Background: an optimization exercise with open tools, aiming at small area, a short achievable clock period and few clock cycles per item. Do not read the settings as production practice.
Where RTL was checked, it was by simulation tests only, not by an equivalence proof against the original.
No activity file was given, so power comes from the tool's default toggle rates.

## run A
// execute_stage
module execute_stage #(
   parameter int GHSR_WIDTH = exec_pkg::GHSR_WIDTH_DEFAULT
) (
   input  logic                  clk,
   input  logic                  reset,
   input  logic [31:0]           data1,
   input  logic [31:0]           data2,
   input  logic [31:0]           pc,
   input  logic [31:0]           immediate_data,
   input  logic [15:0]           control_in,      
   input  logic [40:0]           branch_predict,  
   input  logic [1:0]            fwd_sel_rs1,     
   input  logic [1:0]            fwd_sel_rs2,
   input  logic [31:0]           fwd_data_ex_mem,
   input  logic [31:0]           fwd_data_mem_wb,
   output logic [15:0]           control_out,
   output logic [31:0]           rd_data,
   output logic [31:0]           branch_target_pc,
   output logic                  branch_flush,
   output logic [31:0]           memory_data,
   output logic [31:0]           memory_addr,
   output logic                  ex2if_branch_valid,
   output logic                  ex2if_branch_taken,
   output logic [31:0]           ex2if_branch_addr,
   output logic [31:0]           ex2if_branch_target_addr,
   output logic                  ex2if_branch_update_ghsr,
   output logic [GHSR_WIDTH-1:0] ex2if_ghsr_restore,
   output logic                  muldiv_ready
);
export LEC_CHECK = 0
export ABC_AREA = 1
export CAP_MARGIN = 20
export CORE_MARGIN = 2
export CORE_UTILIZATION = 40
export SETUP_SLACK_MARGIN = 1.5
export SLEW_MARGIN = 20
create_clock -name core_clock -period 10.0 [get_ports {clk}]
standard.sh (not shown) runs the stock make flow with config.mk's settings and CLKGATE_MAP_FILE= SYNTH_SCRIPT=/design/flow/synth_recipe.tcl, a recipe that flattens the netlist after the stock synthesis.
==> flow/flow/run.sh <==
#!/bin/bash
# Standard layout, with plain buffers on the ports instead of the delay cells buffer_ports picks
set -euo pipefail
export BUFFER_PORTS_ARGS="-buffer_cell sky130_fd_sc_hd__buf_1"
bash standard.sh > standard.log 2>&1
For run B, these inputs were changed with respect to run A:
--- a/flow/design.v
+++ b/flow/design.v
@@ -126,14 +126,12 @@
    input  logic [31:0]           rs1,
    input  logic [31:0]           rs2,
    input  logic [31:0]           imm,
    input  logic [31:0]           pc,
    input  logic [31:0]           rs1_plus_imm,
    input  logic [31:0]           xor_bits,      
-   input  logic                  alu_lt_signed,    
-   input  logic                  alu_lt_unsigned,
    input  exec_pkg::control_type ctrl,
    input  exec_pkg::branch_predict_type branch_predict,
    output logic                  branch_taken,
    output logic [31:0]           branch_target_pc,
    output logic                  branch_flush,
    output logic [GHSR_WIDTH-1:0] ghsr_restore
@@ -148,14 +146,14 @@
    logic [31:0] rs_x;
    logic [31:0] rs_k;
    logic        pc_match;
    logic        rs_match;
    logic        target_match;
    assign eq          = (xor_bits == 32'd0);
-   assign lt_unsigned = alu_lt_unsigned;
-   assign lt_signed   = alu_lt_signed;
+   assign lt_unsigned = (rs1 < rs2);
+   assign lt_signed   = (rs1[31] ^ rs2[31]) ? rs1[31] : lt_unsigned;
    always_comb begin
       case (ctrl.branch_op)
          BR_EQ:   cond_true = eq;
          BR_NE:   cond_true = ~eq;
          BR_LT:   cond_true = lt_signed;
          BR_GE:   cond_true = ~lt_signed;
@@ -241,13 +239,13 @@
    assign last   = (cnt_q == 5'd0);
    assign lz_a   = clz32(a);
    assign lz_b   = clz32(b);
    assign b_zero = (b == 32'd0);
    assign top_a  = top_digit(a);
    assign top_b  = top_digit(b);
-   assign swap   = top_a < top_b;
+   assign swap   = 1'b0;
    assign align_value  = (!is_div && swap) ? a : b;
    assign align_amount = is_div ? ((!b_zero && lz_b >= lz_a) ? 5'(lz_b - lz_a) : 5'd0)
                                 : {~(swap ? top_a : top_b), 2'b00};
    assign b_aligned    = align_value << align_amount;
    assign digit   = div_q ? 4'b0001 : p_q[63:60];
    assign row_acc = div_q ? {4'b0000, p_q[63:32]} : {p_q[31:0], 4'b0000};
@@ -397,14 +395,12 @@
       .rs1              (rs1),
       .rs2              (rs2),
       .imm              (immediate_data),
       .pc               (pc),
       .rs1_plus_imm     (memory_addr),
       .xor_bits         (xor_bits),
-      .alu_lt_signed    (lt_signed),
-      .alu_lt_unsigned  (lt_unsigned),
       .ctrl             (ctrl),
       .branch_predict   (bp),
       .branch_taken     (ex2if_branch_taken),
       .branch_target_pc (branch_target_pc),
       .branch_flush     (branch_flush),
       .ghsr_restore     (ex2if_ghsr_restore)
## What came out
Looking at worst hold slack across all endpoints, run B sits below run A. Comparing the two runs side by side, run B comes out ahead of run A on worst setup margin. Taking run A as the reference, in run B routed length on met2 fell 6.5%, portion of total power attributed to combinational logic fell 1.0 points, transition at the pin with the smallest max-transition slack rose 0.017 ns. The higher register-to-register slack came out of run B.
Testbench counts of run B, summed over its fixed seeds: cycles 35,945, instrs 24,164.
Only the layout flow was run in run A; the RTL was not checked for function there.

========
## PW
Another version of the RTL of execute_stage (not shown whole).
For scale: roughly 4,900 cells after synthesis, ~100 flip-flops, about 480 I/O pins.
==> module operand_select, before the edit <==
module operand_select (
   input  logic [31:0] data1,
   input  logic [31:0] data2,
   input  logic [1:0]  fwd_sel_rs1,
   input  logic [1:0]  fwd_sel_rs2,
   input  logic [31:0] fwd_data_ex_mem,
   input  logic [31:0] fwd_data_mem_wb,
   output logic [31:0] ops_rs1,
   output logic [31:0] ops_rs2
);
   always_comb begin
      case (fwd_sel_rs1)
         2'b01:   ops_rs1 = fwd_data_mem_wb;
         2'b10:   ops_rs1 = fwd_data_ex_mem;
         default: ops_rs1 = data1;
      endcase
      case (fwd_sel_rs2)
         2'b01:   ops_rs2 = fwd_data_mem_wb;
         2'b10:   ops_rs2 = fwd_data_ex_mem;
         default: ops_rs2 = data2;
      endcase
   end
endmodule
==> module branch_unit, before the edit <==
module branch_unit #(
   parameter int GHSR_WIDTH = exec_pkg::GHSR_WIDTH_DEFAULT
) (
   input  logic [31:0]           rs1,
   input  logic [31:0]           rs2,
   input  logic [31:0]           imm,
   input  logic [31:0]           pc,
   input  logic [31:0]           rs1_plus_imm,
   input  logic                  lt_signed,     
   input  logic                  lt_unsigned,
   input  exec_pkg::control_type ctrl,
   input  exec_pkg::branch_predict_type branch_predict,
   output logic                  branch_taken,
   output logic [31:0]           branch_target_pc,
   output logic                  branch_flush,
   output logic [GHSR_WIDTH-1:0] ghsr_restore
);
   logic        cond_true;
   logic        eq;
   logic [31:0] pred;
   logic [31:0] pc_x;
   logic [31:0] pc_k;
   logic [31:0] rs_x;
   logic [31:0] rs_k;
   logic        pc_match;
   logic        rs_match;
   logic        target_match;
   assign eq = (rs1 == rs2);
   always_comb begin
      case (ctrl.branch_op)
         BR_EQ:   cond_true = eq;
         BR_NE:   cond_true = ~eq;
         BR_LT:   cond_true = lt_signed;
         BR_GE:   cond_true = ~lt_signed;
         BR_LTU:  cond_true = lt_unsigned;
         BR_GEU:  cond_true = ~lt_unsigned;
         default: cond_true = 1'b0;
      endcase
   end
   assign branch_taken = ctrl.is_jump | ctrl.is_jumpr | (ctrl.is_branch & cond_true);
   assign branch_target_pc = ctrl.is_jumpr ? {rs1_plus_imm[31:1], 1'b0} : pc + imm;
   assign pred = branch_predict.pred_target;
   assign pc_x = pc ^ imm;
   assign rs_x = rs1 ^ imm;
   always_comb begin
      pc_k[0] = 1'b0;
      rs_k[0] = 1'b0;
      rs_k[1] = rs1[0] & imm[0];        
      for (int i = 1; i < 32; i++) begin
         pc_k[i] = (pc[i-1] & imm[i-1]) | (pc_x[i-1] & ~pred[i-1]);
         if (i > 1) rs_k[i] = (rs1[i-1] & imm[i-1]) | (rs_x[i-1] & ~pred[i-1]);
      end
   end
   assign pc_match     = ((pc_x ^ pred ^ pc_k) == 32'd0);
   assign rs_match     = ((rs_x[31:1] ^ pred[31:1] ^ rs_k[31:1]) == 31'd0) & ~pred[0];
   assign target_match = ctrl.is_jumpr ? rs_match : pc_match;
   assign branch_flush = (ctrl.is_branch | ctrl.is_jump | ctrl.is_jumpr)
                       & (branch_taken ? (~branch_predict.pred_taken | ~target_match)
                                       : branch_predict.pred_taken);
   assign ghsr_restore = {branch_predict.pred_ghsr[GHSR_WIDTH-2:0], branch_taken};
endmodule
==> module execute_stage, before the edit <==
module execute_stage #(
   parameter int GHSR_WIDTH = exec_pkg::GHSR_WIDTH_DEFAULT
) (
   input  logic                  clk,
   input  logic                  reset,
   input  logic [31:0]           data1,
   input  logic [31:0]           data2,
   input  logic [31:0]           pc,
   input  logic [31:0]           immediate_data,
   input  logic [15:0]           control_in,      
   input  logic [40:0]           branch_predict,  
   input  logic [1:0]            fwd_sel_rs1,     
   input  logic [1:0]            fwd_sel_rs2,
   input  logic [31:0]           fwd_data_ex_mem,
   input  logic [31:0]           fwd_data_mem_wb,
   output logic [15:0]           control_out,
   output logic [31:0]           rd_data,
   output logic [31:0]           branch_target_pc,
   output logic                  branch_flush,
   output logic [31:0]           memory_data,
   output logic [31:0]           memory_addr,
   output logic                  ex2if_branch_valid,
   output logic                  ex2if_branch_taken,
   output logic [31:0]           ex2if_branch_addr,
   output logic [31:0]           ex2if_branch_target_addr,
   output logic                  ex2if_branch_update_ghsr,
   output logic [GHSR_WIDTH-1:0] ex2if_ghsr_restore,
   output logic                  muldiv_ready
);
   exec_pkg::control_type        ctrl;
   exec_pkg::branch_predict_type bp;
   logic [31:0] rs1;
   logic [31:0] rs2;
   logic [31:0] right;
   logic [31:0] sum;
   logic [31:0] other_result;
   logic        lt_signed;
   logic        lt_unsigned;
   logic [31:0] muldiv_result;
   assign ctrl = control_in;
   assign bp   = branch_predict;
   operand_select operand_select_i (
      .data1           (data1),
      .data2           (data2),
      .fwd_sel_rs1     (fwd_sel_rs1),
      .fwd_sel_rs2     (fwd_sel_rs2),
      .fwd_data_ex_mem (fwd_data_ex_mem),
      .fwd_data_mem_wb (fwd_data_mem_wb),
      .ops_rs1         (rs1),
      .ops_rs2         (rs2)
   );
   assign right = ctrl.alu_src ? immediate_data : rs2;
   assign memory_addr = rs1 + immediate_data;
   alu alu_i (
      .left        (rs1),
      .right       (right),
      .alu_op      (ctrl.alu_op),
      .sum         (sum),
      .other_result(other_result),
      .lt_signed   (lt_signed),
      .lt_unsigned (lt_unsigned)
   );
   branch_unit #(
      .GHSR_WIDTH (GHSR_WIDTH)
   ) branch_unit_i (
      .rs1              (rs1),
      .rs2              (rs2),
      .imm              (immediate_data),
      .pc               (pc),
      .rs1_plus_imm     (memory_addr),
      .lt_signed        (lt_signed),
      .lt_unsigned      (lt_unsigned),
      .ctrl             (ctrl),
      .branch_predict   (bp),
      .branch_taken     (ex2if_branch_taken),
      .branch_target_pc (branch_target_pc),
      .branch_flush     (branch_flush),
      .ghsr_restore     (ex2if_ghsr_restore)
   );
   mul_div mul_div_i (
      .clk           (clk),
      .reset         (reset),
      .is_mul        (ctrl.is_mul),
      .alu_op        (ctrl.alu_op),
      .a             (rs1),
      .b             (rs2),
      .muldiv_result (muldiv_result),
      .muldiv_ready  (muldiv_ready)
   );
   result_select result_select_i (
      .rs2           (rs2),
      .pc            (pc),
      .ctrl          (ctrl),
      .sum           (sum),
      .other_result  (other_result),
      .lt_signed     (lt_signed),
      .lt_unsigned   (lt_unsigned),
      .muldiv_result (muldiv_result),
      .rd_data       (rd_data),
      .memory_data   (memory_data)
   );
   assign ex2if_branch_valid       = ctrl.is_branch | ctrl.is_jump | ctrl.is_jumpr;
   assign ex2if_branch_update_ghsr = ctrl.is_branch;
   assign ex2if_branch_addr        = pc;
   assign ex2if_branch_target_addr = branch_target_pc;
   assign control_out              = control_in;
endmodule
clock: 10.0 ns
lec_check: 0
abc_area: 1
cap_margin: 20
core_margin: 2
core_utilization: 40
setup_slack_margin: 1.5
slew_margin: 20
==> flow/flow/run.sh <==
#!/bin/bash
# Standard layout, with plain buffers on the ports instead of the delay cells buffer_ports picks
set -euo pipefail
export BUFFER_PORTS_ARGS="-buffer_cell sky130_fd_sc_hd__buf_2"
bash standard.sh > standard.log 2>&1
Both conditions hold for PW: the flow ran to the end and the final layout passed the timing, design-rule and antenna checks.
### PW -> JK
--- a/flow/design.v
+++ b/flow/design.v
@@ -67,16 +67,13 @@
    output logic [31:0] ops_rs2
 );
-   always_comb begin
-      case (fwd_sel_rs1)
-         2'b01:   ops_rs1 = fwd_data_mem_wb;
-         2'b10:   ops_rs1 = fwd_data_ex_mem;
-         default: ops_rs1 = data1;
-      endcase
-      case (fwd_sel_rs2)
-         2'b01:   ops_rs2 = fwd_data_mem_wb;
-         2'b10:   ops_rs2 = fwd_data_ex_mem;
-         default: ops_rs2 = data2;
-      endcase
-   end
+   function automatic logic [31:0] fwd_pick(input logic [1:0] sel, input logic [31:0] rf);
+      logic [31:0] low;    
+      logic [31:0] high;   
+      low      = sel[0] ? fwd_data_mem_wb : rf;
+      high     = sel[0] ? rf : fwd_data_ex_mem;
+      fwd_pick = sel[1] ? high : low;
+   endfunction
+   assign ops_rs1 = fwd_pick(fwd_sel_rs1, data1);
+   assign ops_rs2 = fwd_pick(fwd_sel_rs2, data2);
 endmodule
 `timescale 1ns/1ns
@@ -132,6 +129,4 @@
    input  logic [31:0]           pc,
    input  logic [31:0]           rs1_plus_imm,
-   input  logic                  lt_signed,     
-   input  logic                  lt_unsigned,
    input  exec_pkg::control_type ctrl,
    input  exec_pkg::branch_predict_type branch_predict,
@@ -143,4 +138,6 @@
    logic        cond_true;
    logic        eq;
+   logic        lt_unsigned;
+   logic        lt_signed;
    logic [31:0] pred;
    logic [31:0] pc_x;
@@ -151,5 +148,7 @@
    logic        rs_match;
    logic        target_match;
-   assign eq = (rs1 == rs2);
+   assign eq          = (rs1 == rs2);
+   assign lt_unsigned = (rs1 < rs2);
+   assign lt_signed   = (rs1[31] ^ rs2[31]) ? rs1[31] : lt_unsigned;
    always_comb begin
       case (ctrl.branch_op)
@@ -402,6 +401,4 @@
       .pc               (pc),
       .rs1_plus_imm     (memory_addr),
-      .lt_signed        (lt_signed),
-      .lt_unsigned      (lt_unsigned),
       .ctrl             (ctrl),
       .branch_predict   (bp),
==> results.txt <==
Reported for JK and PW, H-tree depth turned out identical to the last digit. [compare] base=PW new=JK: post-CTS repair timing setup buffer count dropped 1, net switching power figure went down. Looking at synthesized cell count across JK and PW, the one that comes out lower is PW. Compared with PW, JK shows final core utilization lower by 1.5 points. Sort JK and PW by number of vias in the routed layout desc -> top: JK. | cell depth of the worst flop-to-flop path | JK vs PW | 7 lower |. JK vs PW: worst setup slack up in JK. [compare] base=PW new=JK: share of final layout cell area taken by clock buffers and inverters saw little to no change, achievable frequency saw an increase.
Testbench counts of JK, summed over its fixed seeds: cycles 34,886, instrs 24,164.
Only the layout flow was run in PW; the RTL was not checked for function there.

[re-timing with driven ports]
The flow's constraints put no driver on any port. The routed layouts listed below were extracted and timed again, unchanged, in two steps.
Step 1 sets driving cells, clkbuf_16 on the clock port and buf_2 on the other inputs (assumed; they add their load-dependent delay and slew).
Step 2 times the ports against the registers' clock, not the clock port: input delays grow and output delays shrink by t, the midpoint of the rising clock arrivals with the driver on.
Slacks: ideal ports / drivers / drivers and shift; pairs: ideal ports / drivers.
run | t, ns | setup WS [ns] | worst register clock-pin slew, ns
run A | 0.414 | 1.560 / 1.511 / 1.389 | 0.07 / 0.07
run B | 0.419 | 1.646 / 1.605 / 1.434 | 0.08 / 0.08
PW | 0.426 | 1.486 / 1.455 / 1.455 | 0.08 / 0.08
JK | 0.431 | 1.560 / 1.507 / 1.461 | 0.09 / 0.09
After both steps setup and hold are still met in every run listed. For run B, which loses most, drivers alone change the setup slack by -0.041 ns; drivers and shift together by -0.212 ns.
